Background: an optimization exercise with open tools, aiming at small area and few clock cycles per item. Do not read the settings as production practice. Function was checked by simulation only, so behaviour that the tests miss may differ from the original.

==> run E: inputs <==
// argb_unpremultiply_pixel_top
module argb_unpremultiply_pixel_top (
    input  logic       i_clk,
    input  logic       i_rst_n,
    input  logic       i_valid,
    output logic       o_stall,
    input  logic [7:0] i_alpha,
    input  logic [7:0] i_red_in,
    input  logic [7:0] i_green_in,
    input  logic [7:0] i_blue_in,
    input  logic       i_region_end_in,
    output logic       o_valid,
    input  logic       i_stall,
    output logic [7:0] o_red_out,
    output logic [7:0] o_green_out,
    output logic [7:0] o_blue_out,
    output logic       o_wrapped,
    output logic       o_region_end_out
);
    wire adv = !i_stall;
    assign o_stall = i_stall;
    wire [7:0] r_h0 = i_red_in - {7'd0, |i_red_in};
    wire [7:0] r_l0 = 8'd0 - i_red_in;
    wire [0:0] r_t0 = r_h0[7];
    wire [1:0] r_b0;
    assign r_b0[0] = 1'b0;
    assign r_b0[1] = (!r_t0[0] && i_alpha[0]) || ((!r_t0[0] || i_alpha[0]) && r_b0[0]);
    wire r_q0 = (i_alpha[7:1] == 0) && !r_b0[1];
    wire [0:0] r_r0;
    assign r_r0[0] = r_t0[0] ^ (r_q0 && (i_alpha[0] ^ r_b0[0]));
    wire [7:0] g_h0 = i_green_in - {7'd0, |i_green_in};
    wire [7:0] g_l0 = 8'd0 - i_green_in;
    wire [0:0] g_t0 = g_h0[7];
    wire [1:0] g_b0;
    assign g_b0[0] = 1'b0;
    assign g_b0[1] = (!g_t0[0] && i_alpha[0]) || ((!g_t0[0] || i_alpha[0]) && g_b0[0]);
    wire g_q0 = (i_alpha[7:1] == 0) && !g_b0[1];
    wire [0:0] g_r0;
  ...
==> flow/config.mk <==
export PLATFORM = sky130hd
export DESIGN_NAME = argb_unpremultiply_pixel_top
export DESIGN_NICKNAME = argb_unpremultiply_pixel_top
export VERILOG_FILES = /design/flow/design.v
export SDC_FILE = /design/flow/constraint.sdc
export NUM_CORES = 4
export LEC_CHECK = 0
export ABC_AREA = 1
export CAP_MARGIN = 20
export CORE_MARGIN = 2
export CORE_UTILIZATION = 60
export PLACE_DENSITY = 0.75
export SETUP_SLACK_MARGIN = -0.45
export SLEW_MARGIN = 20
==> flow/constraint.sdc <==
create_clock -name core_clock -period 9.5 [get_ports {i_clk}]
set_input_delay 1.9000 -clock core_clock [delete_from_list [all_inputs] [get_ports {i_clk}]]
set_output_delay 1.9000 -clock core_clock [all_outputs]
set_load 0.01 [all_outputs]
standard.sh (not shown) runs the stock make flow with config.mk's settings and CLKGATE_MAP_FILE= SYNTH_SCRIPT=/design/flow/synth_recipe.tcl, a recipe that flattens the netlist after the stock synthesis.
==> flow/flow/run.sh <==
#!/bin/bash
# Own layout flow: the standard flow (standard.sh, all ORFS steps, standard synthesis)
# with one change: the port buffers that global placement inserts are
# sky130_fd_sc_hd__buf_1 cells (buffer_ports -buffer_cell) instead of ORFS's pick.
# make's full output goes to own_flow.log; ORFS keeps each step's log under orfs/logs/.
set -euo pipefail
W=$PWD
python3 - "$W" <<'PY'
import sys, re, shlex
w = sys.argv[1]
s = open(w + "/standard.sh").read()
s, n = re.subn(r"(SYNTH_SCRIPT=\S+)", lambda m: m.group(1) + " "
               + shlex.quote("BUFFER_PORTS_ARGS=-buffer_cell sky130_fd_sc_hd__buf_1"), s)
assert n == 1, "SYNTH_SCRIPT not found in standard.sh"
open(w + "/own_standard.sh", "w").write(s)
PY
bash "$W/own_standard.sh" > "$W/own_flow.log" 2>&1
==> run Y (differences from run E) <==
--- a/flow/design.v
+++ b/flow/design.v
@@ -15,33 +15,33 @@
     output logic [7:0] o_blue_out,
     output logic       o_wrapped,
     output logic       o_region_end_out
 );
     wire adv = !i_stall;
     assign o_stall = i_stall;
     wire [7:0] r_h0 = i_red_in - {7'd0, |i_red_in};
-    wire [7:0] r_l0 = 8'd0 - i_red_in;
+    wire [7:0] r_l0 = ~r_h0 & {8{|i_red_in}};
     wire [0:0] r_t0 = r_h0[7];
     wire [1:0] r_b0;
     assign r_b0[0] = 1'b0;
     assign r_b0[1] = (!r_t0[0] && i_alpha[0]) || ((!r_t0[0] || i_alpha[0]) && r_b0[0]);
     wire r_q0 = (i_alpha[7:1] == 0) && !r_b0[1];
     wire [0:0] r_r0;
     assign r_r0[0] = r_t0[0] ^ (r_q0 && (i_alpha[0] ^ r_b0[0]));
     wire [7:0] g_h0 = i_green_in - {7'd0, |i_green_in};
-    wire [7:0] g_l0 = 8'd0 - i_green_in;
+    wire [7:0] g_l0 = ~g_h0 & {8{|i_green_in}};
     wire [0:0] g_t0 = g_h0[7];
     wire [1:0] g_b0;
     assign g_b0[0] = 1'b0;
     assign g_b0[1] = (!g_t0[0] && i_alpha[0]) || ((!g_t0[0] || i_alpha[0]) && g_b0[0]);
     wire g_q0 = (i_alpha[7:1] == 0) && !g_b0[1];
     wire [0:0] g_r0;
     assign g_r0[0] = g_t0[0] ^ (g_q0 && (i_alpha[0] ^ g_b0[0]));
     wire [7:0] b_h0 = i_blue_in - {7'd0, |i_blue_in};
-    wire [7:0] b_l0 = 8'd0 - i_blue_in;
+    wire [7:0] b_l0 = ~b_h0 & {8{|i_blue_in}};
     wire [0:0] b_t0 = b_h0[7];
     wire [1:0] b_b0;
     assign b_b0[0] = 1'b0;
     assign b_b0[1] = (!b_t0[0] && i_alpha[0]) || ((!b_t0[0] || i_alpha[0]) && b_b0[0]);
     wire b_q0 = (i_alpha[7:1] == 0) && !b_b0[1];
     wire [0:0] b_r0;
     assign b_r0[0] = b_t0[0] ^ (b_q0 && (i_alpha[0] ^ b_b0[0]));
@@ -246,39 +246,38 @@
     assign b_r5[4] = b_t5[4] ^ (b_q5 && (i_alpha[4] ^ b_b5[4]));
     assign b_r5[5] = b_t5[5] ^ (b_q5 && (i_alpha[5] ^ b_b5[5]));
     wire qor5 = qor4 | r_q5 | g_q5 | b_q5;
     logic s1_valid;
     logic [7:0] s1_a;
     logic [0:0] s1_end;
     logic [0:0] s1_qor;
-    logic [7:0] s1_r_c;
+    logic [7:0] s1_r_l;
     logic [5:0] s1_r_rem;
-    logic [7:0] s1_g_c;
+    logic [7:0] s1_g_l;
     logic [5:0] s1_g_rem;
-    logic [7:0] s1_b_c;
+    logic [7:0] s1_b_l;
     logic [5:0] s1_b_rem;
     always_ff @(posedge i_clk) begin
         if (!i_rst_n) s1_valid <= 1'b0;
         else if (adv) s1_valid <= i_valid;
     end
     always_ff @(posedge i_clk) begin
         if (adv) begin
             s1_a <= i_alpha;
             s1_end <= i_region_end_in;
             s1_qor <= qor5;
-            s1_r_c <= i_red_in;
+            s1_r_l <= r_l0;
             s1_r_rem <= r_r5;
-            s1_g_c <= i_green_in;
+            s1_g_l <= g_l0;
             s1_g_rem <= g_r5;
-            s1_b_c <= i_blue_in;
+            s1_b_l <= b_l0;
             s1_b_rem <= b_r5;
         end
     end
-    wire [7:0] r_h1 = s1_r_c - {7'd0, |s1_r_c};
-    wire [7:0] r_l1 = 8'd0 - s1_r_c;
+    wire [7:0] r_h1 = ~s1_r_l & {8{|s1_r_l}};
     wire [6:0] r_t6 = {s1_r_rem, r_h1[1]};
     wire [7:0] r_b6;
     assign r_b6[0] = 1'b0;
     assign r_b6[1] = (!r_t6[0] && s1_a[0]) || ((!r_t6[0] || s1_a[0]) && r_b6[0]);
     assign r_b6[2] = (!r_t6[1] && s1_a[1]) || ((!r_t6[1] || s1_a[1]) && r_b6[1]);
     assign r_b6[3] = (!r_t6[2] && s1_a[2]) || ((!r_t6[2] || s1_a[2]) && r_b6[2]);
     assign r_b6[4] = (!r_t6[3] && s1_a[3]) || ((!r_t6[3] || s1_a[3]) && r_b6[3]);
@@ -290,16 +289,15 @@
     assign r_r6[0] = r_t6[0] ^ (r_q6 && (s1_a[0] ^ r_b6[0]));
     assign r_r6[1] = r_t6[1] ^ (r_q6 && (s1_a[1] ^ r_b6[1]));
     assign r_r6[2] = r_t6[2] ^ (r_q6 && (s1_a[2] ^ r_b6[2]));
     assign r_r6[3] = r_t6[3] ^ (r_q6 && (s1_a[3] ^ r_b6[3]));
     assign r_r6[4] = r_t6[4] ^ (r_q6 && (s1_a[4] ^ r_b6[4]));
     assign r_r6[5] = r_t6[5] ^ (r_q6 && (s1_a[5] ^ r_b6[5]));
     assign r_r6[6] = r_t6[6] ^ (r_q6 && (s1_a[6] ^ r_b6[6]));
-    wire [7:0] g_h1 = s1_g_c - {7'd0, |s1_g_c};
-    wire [7:0] g_l1 = 8'd0 - s1_g_c;
+    wire [7:0] g_h1 = ~s1_g_l & {8{|s1_g_l}};
     wire [6:0] g_t6 = {s1_g_rem, g_h1[1]};
     wire [7:0] g_b6;
     assign g_b6[0] = 1'b0;
     assign g_b6[1] = (!g_t6[0] && s1_a[0]) || ((!g_t6[0] || s1_a[0]) && g_b6[0]);
     assign g_b6[2] = (!g_t6[1] && s1_a[1]) || ((!g_t6[1] || s1_a[1]) && g_b6[1]);
     assign g_b6[3] = (!g_t6[2] && s1_a[2]) || ((!g_t6[2] || s1_a[2]) && g_b6[2]);
     assign g_b6[4] = (!g_t6[3] && s1_a[3]) || ((!g_t6[3] || s1_a[3]) && g_b6[3]);
@@ -311,16 +309,15 @@
     assign g_r6[0] = g_t6[0] ^ (g_q6 && (s1_a[0] ^ g_b6[0]));
     assign g_r6[1] = g_t6[1] ^ (g_q6 && (s1_a[1] ^ g_b6[1]));
     assign g_r6[2] = g_t6[2] ^ (g_q6 && (s1_a[2] ^ g_b6[2]));
     assign g_r6[3] = g_t6[3] ^ (g_q6 && (s1_a[3] ^ g_b6[3]));
     assign g_r6[4] = g_t6[4] ^ (g_q6 && (s1_a[4] ^ g_b6[4]));
     assign g_r6[5] = g_t6[5] ^ (g_q6 && (s1_a[5] ^ g_b6[5]));
     assign g_r6[6] = g_t6[6] ^ (g_q6 && (s1_a[6] ^ g_b6[6]));
-    wire [7:0] b_h1 = s1_b_c - {7'd0, |s1_b_c};
-    wire [7:0] b_l1 = 8'd0 - s1_b_c;
+    wire [7:0] b_h1 = ~s1_b_l & {8{|s1_b_l}};
     wire [6:0] b_t6 = {s1_b_rem, b_h1[1]};
     wire [7:0] b_b6;
     assign b_b6[0] = 1'b0;
     assign b_b6[1] = (!b_t6[0] && s1_a[0]) || ((!b_t6[0] || s1_a[0]) && b_b6[0]);
     assign b_b6[2] = (!b_t6[1] && s1_a[1]) || ((!b_t6[1] || s1_a[1]) && b_b6[1]);
     assign b_b6[3] = (!b_t6[2] && s1_a[2]) || ((!b_t6[2] || s1_a[2]) && b_b6[2]);
     assign b_b6[4] = (!b_t6[3] && s1_a[3]) || ((!b_t6[3] || s1_a[3]) && b_b6[3]);
@@ -397,15 +394,15 @@
     assign b_r7[2] = b_t7[2] ^ (b_q7 && (s1_a[2] ^ b_b7[2]));
     assign b_r7[3] = b_t7[3] ^ (b_q7 && (s1_a[3] ^ b_b7[3]));
     assign b_r7[4] = b_t7[4] ^ (b_q7 && (s1_a[4] ^ b_b7[4]));
     assign b_r7[5] = b_t7[5] ^ (b_q7 && (s1_a[5] ^ b_b7[5]));
     assign b_r7[6] = b_t7[6] ^ (b_q7 && (s1_a[6] ^ b_b7[6]));
     assign b_r7[7] = b_t7[7] ^ (b_q7 && (s1_a[7] ^ b_b7[7]));
     wire qor7 = qor6 | r_q7 | g_q7 | b_q7;
-    wire [8:0] r_t8 = {r_r7, r_l1[7]};
+    wire [8:0] r_t8 = {r_r7, s1_r_l[7]};
     wire [9:0] r_b8;
     assign r_b8[0] = 1'b0;
     assign r_b8[1] = (!r_t8[0] && s1_a[0]) || ((!r_t8[0] || s1_a[0]) && r_b8[0]);
     assign r_b8[2] = (!r_t8[1] && s1_a[1]) || ((!r_t8[1] || s1_a[1]) && r_b8[1]);
     assign r_b8[3] = (!r_t8[2] && s1_a[2]) || ((!r_t8[2] || s1_a[2]) && r_b8[2]);
     assign r_b8[4] = (!r_t8[3] && s1_a[3]) || ((!r_t8[3] || s1_a[3]) && r_b8[3]);
     assign r_b8[5] = (!r_t8[4] && s1_a[4]) || ((!r_t8[4] || s1_a[4]) && r_b8[4]);
@@ -419,17 +416,17 @@
     assign r_r8[1] = r_t8[1] ^ (r_q8 && (s1_a[1] ^ r_b8[1]));
     assign r_r8[2] = r_t8[2] ^ (r_q8 && (s1_a[2] ^ r_b8[2]));
     assign r_r8[3] = r_t8[3] ^ (r_q8 && (s1_a[3] ^ r_b8[3]));
     assign r_r8[4] = r_t8[4] ^ (r_q8 && (s1_a[4] ^ r_b8[4]));
     assign r_r8[5] = r_t8[5] ^ (r_q8 && (s1_a[5] ^ r_b8[5]));
     assign r_r8[6] = r_t8[6] ^ (r_q8 && (s1_a[6] ^ r_b8[6]));
     assign r_r8[7] = r_t8[7] ^ (r_q8 && (s1_a[7] ^ r_b8[7]));
-    wire [6:0] r_lr8 = r_l1[6:0];
+    wire [6:0] r_lr8 = s1_r_l[6:0];
     wire [0:0] r_Q8 = r_q8;
-    wire [8:0] g_t8 = {g_r7, g_l1[7]};
+    wire [8:0] g_t8 = {g_r7, s1_g_l[7]};
     wire [9:0] g_b8;
     assign g_b8[0] = 1'b0;
     assign g_b8[1] = (!g_t8[0] && s1_a[0]) || ((!g_t8[0] || s1_a[0]) && g_b8[0]);
     assign g_b8[2] = (!g_t8[1] && s1_a[1]) || ((!g_t8[1] || s1_a[1]) && g_b8[1]);
     assign g_b8[3] = (!g_t8[2] && s1_a[2]) || ((!g_t8[2] || s1_a[2]) && g_b8[2]);
     assign g_b8[4] = (!g_t8[3] && s1_a[3]) || ((!g_t8[3] || s1_a[3]) && g_b8[3]);
     assign g_b8[5] = (!g_t8[4] && s1_a[4]) || ((!g_t8[4] || s1_a[4]) && g_b8[4]);
@@ -443,17 +440,17 @@
     assign g_r8[1] = g_t8[1] ^ (g_q8 && (s1_a[1] ^ g_b8[1]));
     assign g_r8[2] = g_t8[2] ^ (g_q8 && (s1_a[2] ^ g_b8[2]));
     assign g_r8[3] = g_t8[3] ^ (g_q8 && (s1_a[3] ^ g_b8[3]));
     assign g_r8[4] = g_t8[4] ^ (g_q8 && (s1_a[4] ^ g_b8[4]));
     assign g_r8[5] = g_t8[5] ^ (g_q8 && (s1_a[5] ^ g_b8[5]));
     assign g_r8[6] = g_t8[6] ^ (g_q8 && (s1_a[6] ^ g_b8[6]));
     assign g_r8[7] = g_t8[7] ^ (g_q8 && (s1_a[7] ^ g_b8[7]));
-    wire [6:0] g_lr8 = g_l1[6:0];
+    wire [6:0] g_lr8 = s1_g_l[6:0];
     wire [0:0] g_Q8 = g_q8;
-    wire [8:0] b_t8 = {b_r7, b_l1[7]};
+    wire [8:0] b_t8 = {b_r7, s1_b_l[7]};
     wire [9:0] b_b8;
     assign b_b8[0] = 1'b0;
     assign b_b8[1] = (!b_t8[0] && s1_a[0]) || ((!b_t8[0] || s1_a[0]) && b_b8[0]);
     assign b_b8[2] = (!b_t8[1] && s1_a[1]) || ((!b_t8[1] || s1_a[1]) && b_b8[1]);
     assign b_b8[3] = (!b_t8[2] && s1_a[2]) || ((!b_t8[2] || s1_a[2]) && b_b8[2]);
     assign b_b8[4] = (!b_t8[3] && s1_a[3]) || ((!b_t8[3] || s1_a[3]) && b_b8[3]);
     assign b_b8[5] = (!b_t8[4] && s1_a[4]) || ((!b_t8[4] || s1_a[4]) && b_b8[4]);
@@ -467,15 +464,15 @@
     assign b_r8[1] = b_t8[1] ^ (b_q8 && (s1_a[1] ^ b_b8[1]));
     assign b_r8[2] = b_t8[2] ^ (b_q8 && (s1_a[2] ^ b_b8[2]));
     assign b_r8[3] = b_t8[3] ^ (b_q8 && (s1_a[3] ^ b_b8[3]));
     assign b_r8[4] = b_t8[4] ^ (b_q8 && (s1_a[4] ^ b_b8[4]));
     assign b_r8[5] = b_t8[5] ^ (b_q8 && (s1_a[5] ^ b_b8[5]));
     assign b_r8[6] = b_t8[6] ^ (b_q8 && (s1_a[6] ^ b_b8[6]));
     assign b_r8[7] = b_t8[7] ^ (b_q8 && (s1_a[7] ^ b_b8[7]));
-    wire [6:0] b_lr8 = b_l1[6:0];
+    wire [6:0] b_lr8 = s1_b_l[6:0];
     wire [0:0] b_Q8 = b_q8;
     wire [8:0] r_t9 = {r_r8, r_lr8[6]};
     wire [9:0] r_b9;
     assign r_b9[0] = 1'b0;
     assign r_b9[1] = (!r_t9[0] && s1_a[0]) || ((!r_t9[0] || s1_a[0]) && r_b9[0]);
     assign r_b9[2] = (!r_t9[1] && s1_a[1]) || ((!r_t9[1] || s1_a[1]) && r_b9[1]);
     assign r_b9[3] = (!r_t9[2] && s1_a[2]) || ((!r_t9[2] || s1_a[2]) && r_b9[2]);
==> flow_summary_export.csv <==
group,metric,value,unit
synth,dominant_cells_by_area_after_synthesis,"edfxtp_1, nand2_1, xor2_1",
clocking,clk-insertion-delay-late,0.37,ns
final_layout,final-clk-cell-share,1.64,%
final_layout,buf_share,3.57,%
synth,commonest_cells_in_the_netlist,"nand2_1, nand3_1, inv_1",
final_layout,nNonClkBuffers,111,
setup_path,reg2reg_to,"s2_b_rem[1]$_DFFE_PN_",
status,run_status,"finished clean",
sta,post-route-period-util,97.4,%
sta,minimum_clock_period,9.26,ns
The numbers above come from run E.

==> flow_summary_export.csv <==
group,metric,value,unit
setup_path,reg2reg_to,"s2_b_rem[0]$_DFFE_PN_",
global_routing,grt_overflow_total,0,
sta,post-route-period-util,101,%
sta,setup_viol,1,
synth,dominant_cells_by_area_after_synthesis,"edfxtp_1, nand2_1, xor2_1",
detailed_routing,route.layer.met1.wl,17900,um
detailed_routing,post_drt_via_cell_ratio,5.50,
synth,commonest_cells_in_the_netlist,"nand2_1, inv_1, nand3_1",
status,run_status,"finished with violations",
final_layout,layout.cells.most_common,"nand2_1",
sta,fin_ws,-0.0660,ns
final_layout,final-clk-cell-share,1.78,%
status,failed_checks,"setup timing",
final_layout,buf_share,3.96,%
final_layout,final_layout_size_suffix_gt1_share,15.7,%
The numbers above come from run Y.

Testbench counts of run E, summed over its fixed seeds: cycles 12,016, items 12,000.
Testbench counts of run Y, summed over its fixed seeds: cycles 12,016, items 12,000.

-- separate check: timing with driven ports --
In the flow no input, the clock included, has a driving cell. The finished layouts below were timed again as built, in two steps.
Step 1 assumes that a clkbuf_16 drives the clock port and a buf_2 every other input.
Step 2 moves the port delays by t, midway between the first and last clock arrival at a register: inputs arrive t later, outputs are due t later. That takes back most of the time a late clock gives input paths.
a / b / c = no drivers / after step 1 / after step 2; a / b = the first two.
run	shift t [ns]	setup WS [ns]	worst setup path after step 2	latest minus earliest clock arrival (ns)
run E	0.411	0.245 / 0.193 / 0.503	input to register	0.020 / 0.020
run Y	0.426	-0.066 / -0.118 / 0.309	register to output	0.017 / 0.017
